What follows belongs to an exercise in optimizing a design on an open flow for small area; a production flow would make more cautious choices. In this exercise RTL edits were held to simulation tests only and were not proved equivalent to the original. No driver is modelled on the clock port, so clocking that relies on it looks cheaper here than on a real chip.

==> run a <==
Design cpu_cfg_regs, start of the top module:
module cpu_cfg_regs
#(
   parameter int DEPTH = data_pkg::NUM_CFG,
   parameter int AW    = $clog2(DEPTH)
) (
   input  logic                          clk,
   input  logic                          rst,
   input  logic                          BusMode,
   input  logic [11:0]                   Addr,
   input  logic                          Sel,
   input  logic [15:0]                   DataIn,
   input  logic                          Rd_DS,
   input  logic                          Wr_RW,
   output logic [15:0]                   DataOut,
   output logic                          Rdy_Dtack,
   input  logic [AW-1:0]                 lut_addr,
   output logic [15:0]                   lut_data
);
   logic          acc_q;       
   logic          rdy_q;       
   logic [AW-1:0] addr_q;
   logic [15:0]   data_q;
   logic          we_q;        
   logic          re_q;        
   logic          hw_q;        
   logic [1:0]    cnt;         
   logic          clr;         
   logic          pend;        
   logic [15:0]   lut_q;
   data_pkg::bus_req_t req;
   logic          idle;
   logic          held;
   logic          in_range;
   assign req      = data_pkg::decode_req(BusMode, Sel, Rd_DS, Wr_RW);
   assign idle     = rdy_q && !acc_q;
   assign in_range = (Addr[11:AW] == '0);
   assign held     = !Sel && (hw_q ? !Wr_RW : !Rd_DS);
   always_ff @(posedge clk) begin
      if (rst) begin
         acc_q <= 1'b0;
         rdy_q <= 1'b1;
      end else begin
         acc_q <= idle && req.valid;
         if (acc_q)                rdy_q <= 1'b0;
         else if (!rdy_q && !held) rdy_q <= 1'b1;
      end
   end
   always_ff @(posedge clk) begin
      if (idle) begin
         addr_q <= Addr[AW-1:0];
         data_q <= DataIn;
         we_q   <= !Wr_RW && in_range;
         re_q   <= Wr_RW && in_range;
         hw_q   <= BusMode && !Wr_RW;
      end
   end
   logic        commit;        
   logic        ins;           
   logic        pol0, pol1;    
   logic [15:0] cd_n, ra_n, rb_n;
   assign commit = acc_q && we_q;
   assign ins    = (commit && (addr_q[0] != cnt[0])) || pend;
   assign pol0   = cnt[1];
   assign pol1   = ~(cnt[1] ^ cnt[0]);
   always_ff @(posedge clk) begin
      clr <= rst;
      if (rst) begin
         cnt  <= 2'd0;
         pend <= 1'b0;
      end else begin
         cnt  <= cnt + 2'd1;
         pend <= commit && (addr_q[0] == cnt[0]);
      end
  ...
Settings: LEC_CHECK=0, CAP_MARGIN=20, CELL_PAD_IN_SITES_DETAIL_PLACEMENT=1, CORE_MARGIN=2, CORE_UTILIZATION=55, CTS_CLUSTER_DIAMETER=100, CTS_CLUSTER_SIZE=30, PLACE_DENSITY=0.65, SLEW_MARGIN=20, SYNTH_HIERARCHICAL=1; clock period 10.0 ns.
standard.sh (not shown) runs the stock make flow with config.mk's settings and CLKGATE_MAP_FILE= SYNTH_SCRIPT=/design/flow/synth_recipe.tcl, a recipe that flattens the netlist after the stock synthesis.
==> flow/flow/run.sh <==
#!/bin/bash
# The standard layout (standard.sh: its synthesis, floorplan, placement, routing),
# with two changes passed to ORFS as make variables:
#  * clock tree synthesis without dummy loads (ORFS's usual options otherwise);
#  * the port buffers are buf_1 cells.
# ORFS writes each step's log under orfs/logs; make's own output goes to make.log.
set -euo pipefail
bash standard.sh \
  "CTS_ARGS=-sink_clustering_enable -repair_clock_nets -dont_use_dummy_load -sink_clustering_size 30 -sink_clustering_max_diameter 100" \
  "BUFFER_PORTS_ARGS=-buffer_cell sky130_fd_sc_hd__buf_1" \
  finish > make.log 2>&1
==> run b: changes against run a <==
--- a/flow/design.v
+++ b/flow/design.v
@@ -54,44 +54,32 @@
 endmodule
 module cfg_aoi222 (
    input  logic a0, b0, a1, b1, a2, b2,
    output logic y
 );
    assign y = ~((a0 & b0) | (a1 & b1) | (a2 & b2));
 endmodule
+module cfg_aoi22 (
+   input  logic a0, b0, a1, b1,
+   output logic y
+);
+   assign y = ~((a0 & b0) | (a1 & b1));
+endmodule
 module cfg_and2 (input logic a, b, output logic y);
    assign y = a & b;
 endmodule
 module cfg_nand2 (input logic a, b, output logic y);
    assign y = ~(a & b);
 endmodule
 module cfg_nand3 (input logic a, b, c, output logic y);
    assign y = ~(a & b & c);
 endmodule
 module cfg_nand4 (input logic a, b, c, d, output logic y);
    assign y = ~(a & b & c & d);
 endmodule
-module cfg_and3 (input logic a, b, c, output logic y);
-   assign y = a & b & c;
-endmodule
-module cfg_and4 (input logic a, b, c, d, output logic y);
-   assign y = a & b & c & d;
-endmodule
-module cfg_or2 (input logic a, b, output logic y);
-   assign y = a | b;
-endmodule
-module cfg_or3 (input logic a, b, c, output logic y);
-   assign y = a | b | c;
-endmodule
-module cfg_or4 (input logic a, b, c, d, output logic y);
-   assign y = a | b | c | d;
-endmodule
-module cfg_nor4 (input logic a, b, c, d, output logic y);
-   assign y = ~(a | b | c | d);
-endmodule
 module cfg_nor2 (input logic a, b, output logic y);
    assign y = ~(a | b);
 endmodule
 module cfg_nor3 (input logic a, b, c, output logic y);
    assign y = ~(a | b | c);
 endmodule
 module cfg_rd256 (
@@ -312,31 +300,43 @@
    logic l1_19;
    cfg_nand4 u_l1_19 (.a(l0_76), .b(l0_77), .c(l0_78), .d(l0_79), .y(l1_19));
    logic l1_20;
    cfg_nand3 u_l1_20 (.a(l0_80), .b(l0_81), .c(l0_82), .y(l1_20));
    logic l1_21;
    cfg_nand3 u_l1_21 (.a(l0_83), .b(l0_84), .c(l0_85), .y(l1_21));
    logic l2_0;
-   cfg_or4 u_l2_0 (.a(l1_0), .b(l1_1), .c(l1_2), .d(l1_3), .y(l2_0));
+   cfg_nor2 u_l2_0 (.a(l1_0), .b(l1_1), .y(l2_0));
    logic l2_1;
-   cfg_or4 u_l2_1 (.a(l1_4), .b(l1_5), .c(l1_6), .d(l1_7), .y(l2_1));
+   cfg_nor2 u_l2_1 (.a(l1_2), .b(l1_3), .y(l2_1));
    logic l2_2;
-   cfg_or4 u_l2_2 (.a(l1_8), .b(l1_9), .c(l1_10), .d(l1_11), .y(l2_2));
+   cfg_nor2 u_l2_2 (.a(l1_4), .b(l1_5), .y(l2_2));
    logic l2_3;
-   cfg_or4 u_l2_3 (.a(l1_12), .b(l1_13), .c(l1_14), .d(l1_15), .y(l2_3));
+   cfg_nor2 u_l2_3 (.a(l1_6), .b(l1_7), .y(l2_3));
    logic l2_4;
-   cfg_or3 u_l2_4 (.a(l1_16), .b(l1_17), .c(l1_18), .y(l2_4));
+   cfg_nor2 u_l2_4 (.a(l1_8), .b(l1_9), .y(l2_4));
    logic l2_5;
-   cfg_or3 u_l2_5 (.a(l1_19), .b(l1_20), .c(l1_21), .y(l2_5));
+   cfg_nor2 u_l2_5 (.a(l1_10), .b(l1_11), .y(l2_5));
+   logic l2_6;
+   cfg_nor2 u_l2_6 (.a(l1_12), .b(l1_13), .y(l2_6));
+   logic l2_7;
+   cfg_nor2 u_l2_7 (.a(l1_14), .b(l1_15), .y(l2_7));
+   logic l2_8;
+   cfg_nor2 u_l2_8 (.a(l1_16), .b(l1_17), .y(l2_8));
+   logic l2_9;
+   cfg_nor2 u_l2_9 (.a(l1_18), .b(l1_19), .y(l2_9));
+   logic l2_10;
+   cfg_nor2 u_l2_10 (.a(l1_20), .b(l1_21), .y(l2_10));
    logic l3_0;
-   cfg_or3 u_l3_0 (.a(l2_0), .b(l2_1), .c(l2_2), .y(l3_0));
+   cfg_nand4 u_l3_0 (.a(l2_0), .b(l2_1), .c(l2_2), .d(l2_3), .y(l3_0));
    logic l3_1;
-   cfg_or3 u_l3_1 (.a(l2_3), .b(l2_4), .c(l2_5), .y(l3_1));
+   cfg_nand4 u_l3_1 (.a(l2_4), .b(l2_5), .c(l2_6), .d(l2_7), .y(l3_1));
+   logic l3_2;
+   cfg_nand3 u_l3_2 (.a(l2_8), .b(l2_9), .c(l2_10), .y(l3_2));
    logic l4_0;
-   cfg_nor2 u_l4_0 (.a(l3_0), .b(l3_1), .y(l4_0));
+   cfg_nor3 u_l4_0 (.a(l3_0), .b(l3_1), .c(l3_2), .y(l4_0));
    assign yn = l4_0;
 endmodule
 module cfg_rd128 (
    input  logic [127:0] d,
    input  logic [127:0] s,
    output logic yn
 );
@@ -421,17 +421,15 @@
    logic l0_39;
    cfg_aoi222 u_l0_39 (.a0(d[117]), .b0(s[117]), .a1(d[118]), .b1(s[118]), .a2(d[119]), .b2(s[119]), .y(l0_39));
    logic l0_40;
    cfg_aoi222 u_l0_40 (.a0(d[120]), .b0(s[120]), .a1(d[121]), .b1(s[121]), .a2(d[122]), .b2(s[122]), .y(l0_40));
    logic l0_41;
    cfg_aoi222 u_l0_41 (.a0(d[123]), .b0(s[123]), .a1(d[124]), .b1(s[124]), .a2(d[125]), .b2(s[125]), .y(l0_41));
    logic l0_42;
-   cfg_nand2 u_l0_42 (.a(d[126]), .b(s[126]), .y(l0_42));
-   logic l0_42b;
-   cfg_nand2 u_l0_42b (.a(d[127]), .b(s[127]), .y(l0_42b));
+   cfg_aoi22 u_l0_42 (.a0(d[126]), .b0(s[126]), .a1(d[127]), .b1(s[127]), .y(l0_42));
    logic l1_0;
    cfg_nand4 u_l1_0 (.a(l0_0), .b(l0_1), .c(l0_2), .d(l0_3), .y(l1_0));
    logic l1_1;
    cfg_nand4 u_l1_1 (.a(l0_4), .b(l0_5), .c(l0_6), .d(l0_7), .y(l1_1));
    logic l1_2;
    cfg_nand4 u_l1_2 (.a(l0_8), .b(l0_9), .c(l0_10), .d(l0_11), .y(l1_2));
    logic l1_3;
@@ -445,24 +443,30 @@
    logic l1_7;
    cfg_nand4 u_l1_7 (.a(l0_28), .b(l0_29), .c(l0_30), .d(l0_31), .y(l1_7));
    logic l1_8;
    cfg_nand4 u_l1_8 (.a(l0_32), .b(l0_33), .c(l0_34), .d(l0_35), .y(l1_8));
    logic l1_9;
    cfg_nand4 u_l1_9 (.a(l0_36), .b(l0_37), .c(l0_38), .d(l0_39), .y(l1_9));
    logic l1_10;
-   cfg_nand4 u_l1_10 (.a(l0_40), .b(l0_41), .c(l0_42), .d(l0_42b), .y(l1_10));
+   cfg_nand3 u_l1_10 (.a(l0_40), .b(l0_41), .c(l0_42), .y(l1_10));
    logic l2_0;
-   cfg_or4 u_l2_0 (.a(l1_0), .b(l1_1), .c(l1_2), .d(l1_3), .y(l2_0));
+   cfg_nor3 u_l2_0 (.a(l1_0), .b(l1_1), .c(l1_2), .y(l2_0));
    logic l2_1;
-   cfg_or4 u_l2_1 (.a(l1_4), .b(l1_5), .c(l1_6), .d(l1_7), .y(l2_1));
+   cfg_nor3 u_l2_1 (.a(l1_3), .b(l1_4), .c(l1_5), .y(l2_1));
    logic l2_2;
-   cfg_or3 u_l2_2 (.a(l1_8), .b(l1_9), .c(l1_10), .y(l2_2));
+   cfg_nor3 u_l2_2 (.a(l1_6), .b(l1_7), .c(l1_8), .y(l2_2));
+   logic l2_3;
+   cfg_nor2 u_l2_3 (.a(l1_9), .b(l1_10), .y(l2_3));
    logic l3_0;
-   cfg_nor3 u_l3_0 (.a(l2_0), .b(l2_1), .c(l2_2), .y(l3_0));
-   assign yn = l3_0;
+   cfg_nand2 u_l3_0 (.a(l2_0), .b(l2_1), .y(l3_0));
+   logic l3_1;
+   cfg_nand2 u_l3_1 (.a(l2_2), .b(l2_3), .y(l3_1));
+   logic l4_0;
+   cfg_nor2 u_l4_0 (.a(l3_0), .b(l3_1), .y(l4_0));
+   assign yn = l4_0;
 endmodule
 module cfg_inv (input logic a, output logic y);
    assign y = ~a;
 endmodule
 module cfg_pre2n (
    input  logic [1:0] a,
    output logic [3:0] yn
==> flow/flow/run.sh (replaced) <==
#!/bin/bash
# The standard layout (standard.sh: its synthesis, floorplan, placement, routing),
# with two changes passed to ORFS as make variables:
#  * clock tree synthesis without dummy loads (ORFS's usual options otherwise);
#  * the port buffers are buf_1 cells.
# ORFS writes each step's log under orfs/logs; make's own output goes to make.log.
set -euo pipefail
bash standard.sh \
  "CTS_ARGS=-sink_clustering_enable -repair_clock_nets -dont_use_dummy_load -sink_clustering_size 30 -sink_clustering_max_diameter 60" \
  "BUFFER_PORTS_ARGS=-buffer_cell sky130_fd_sc_hd__buf_1" \
  finish > make.log 2>&1
Settings changed: CAP_MARGIN 20 to 0, CELL_PAD_IN_SITES_DETAIL_PLACEMENT 1 to default, CORE_UTILIZATION 55 to 45, CTS_CLUSTER_DIAMETER 100 to 60, PLACE_DENSITY 0.65 to 0.55, SLEW_MARGIN 20 to 0.
==> results.txt <==
	run b	run a
Outcome	failed layout checks	no timing/DRC/antenna violations
Reasons for failing layout checks	max-capacitance violations, max-slew violations	-
H-Tree Level Count	5	4
Setup slack on the worst flop-to-flop path	3860 ps	3960 ps
Worst slack at placement	2460 ps	2420 ps
Vias in the first global route	107737	109782
Drt initial violations	28712	29013
CP peak stage delay	1240 ps	890 ps
Maximum achievable frequency	110 MHz	106 MHz
Number of multi-input combinational cells	5928	5800
Row count	195	176
Effective utilization at floorplan	0.452	0.553
Later-pin clock latency in the skew report	960 ps	930 ps
Multi-input combinational cell area	44000 um2	43600 um2
Share of final-layout standard cells stronger than drive strength 1	0.0643	0.0339
Post-synthesis xor/xnor area fraction	0.00424	0.00426
Netlist Area Pre-Place	127000 um2	127000 um2
ClkCell Share	0.0472	0.0288
Routed wire length on met2	250000 um	245000 um
Endpoint arrival time on the critical path	7070 ps	7460 ps
Setup skew after layout	89.8 ps	84.2 ps
Worst setup slack after layout	931 ps	542 ps
Layout overhead on the synthesized area	11.2%	7.46%

static timing again, ports no longer ideal:
The flow's constraints put no driver on any port. The routed layouts listed below were extracted and timed again, unchanged, in two steps. Step 1: set_driving_cell puts a clkbuf_16 on clk and a buf_2 on each other input, an assumption about the parent block. Step 2 adds t to the input delays and takes it off the output delays; t is the mean of the earliest and latest rising clock arrival at the registers after step 1. Input paths then give back, and output paths get back, about the clock's delay inside the block. Slacks: ideal ports / drivers / drivers and shift; pairs: ideal ports / drivers.
run	t, ns	setup WS [ns]	slew at the worst register clock pin (ns)	worst slew at a driven data input, ns
run a	0.972	0.542 / 0.458 / 1.431	0.12 / 0.12	0.05
run b	1.022	0.931 / 0.837 / 1.859	0.11 / 0.11	0.26
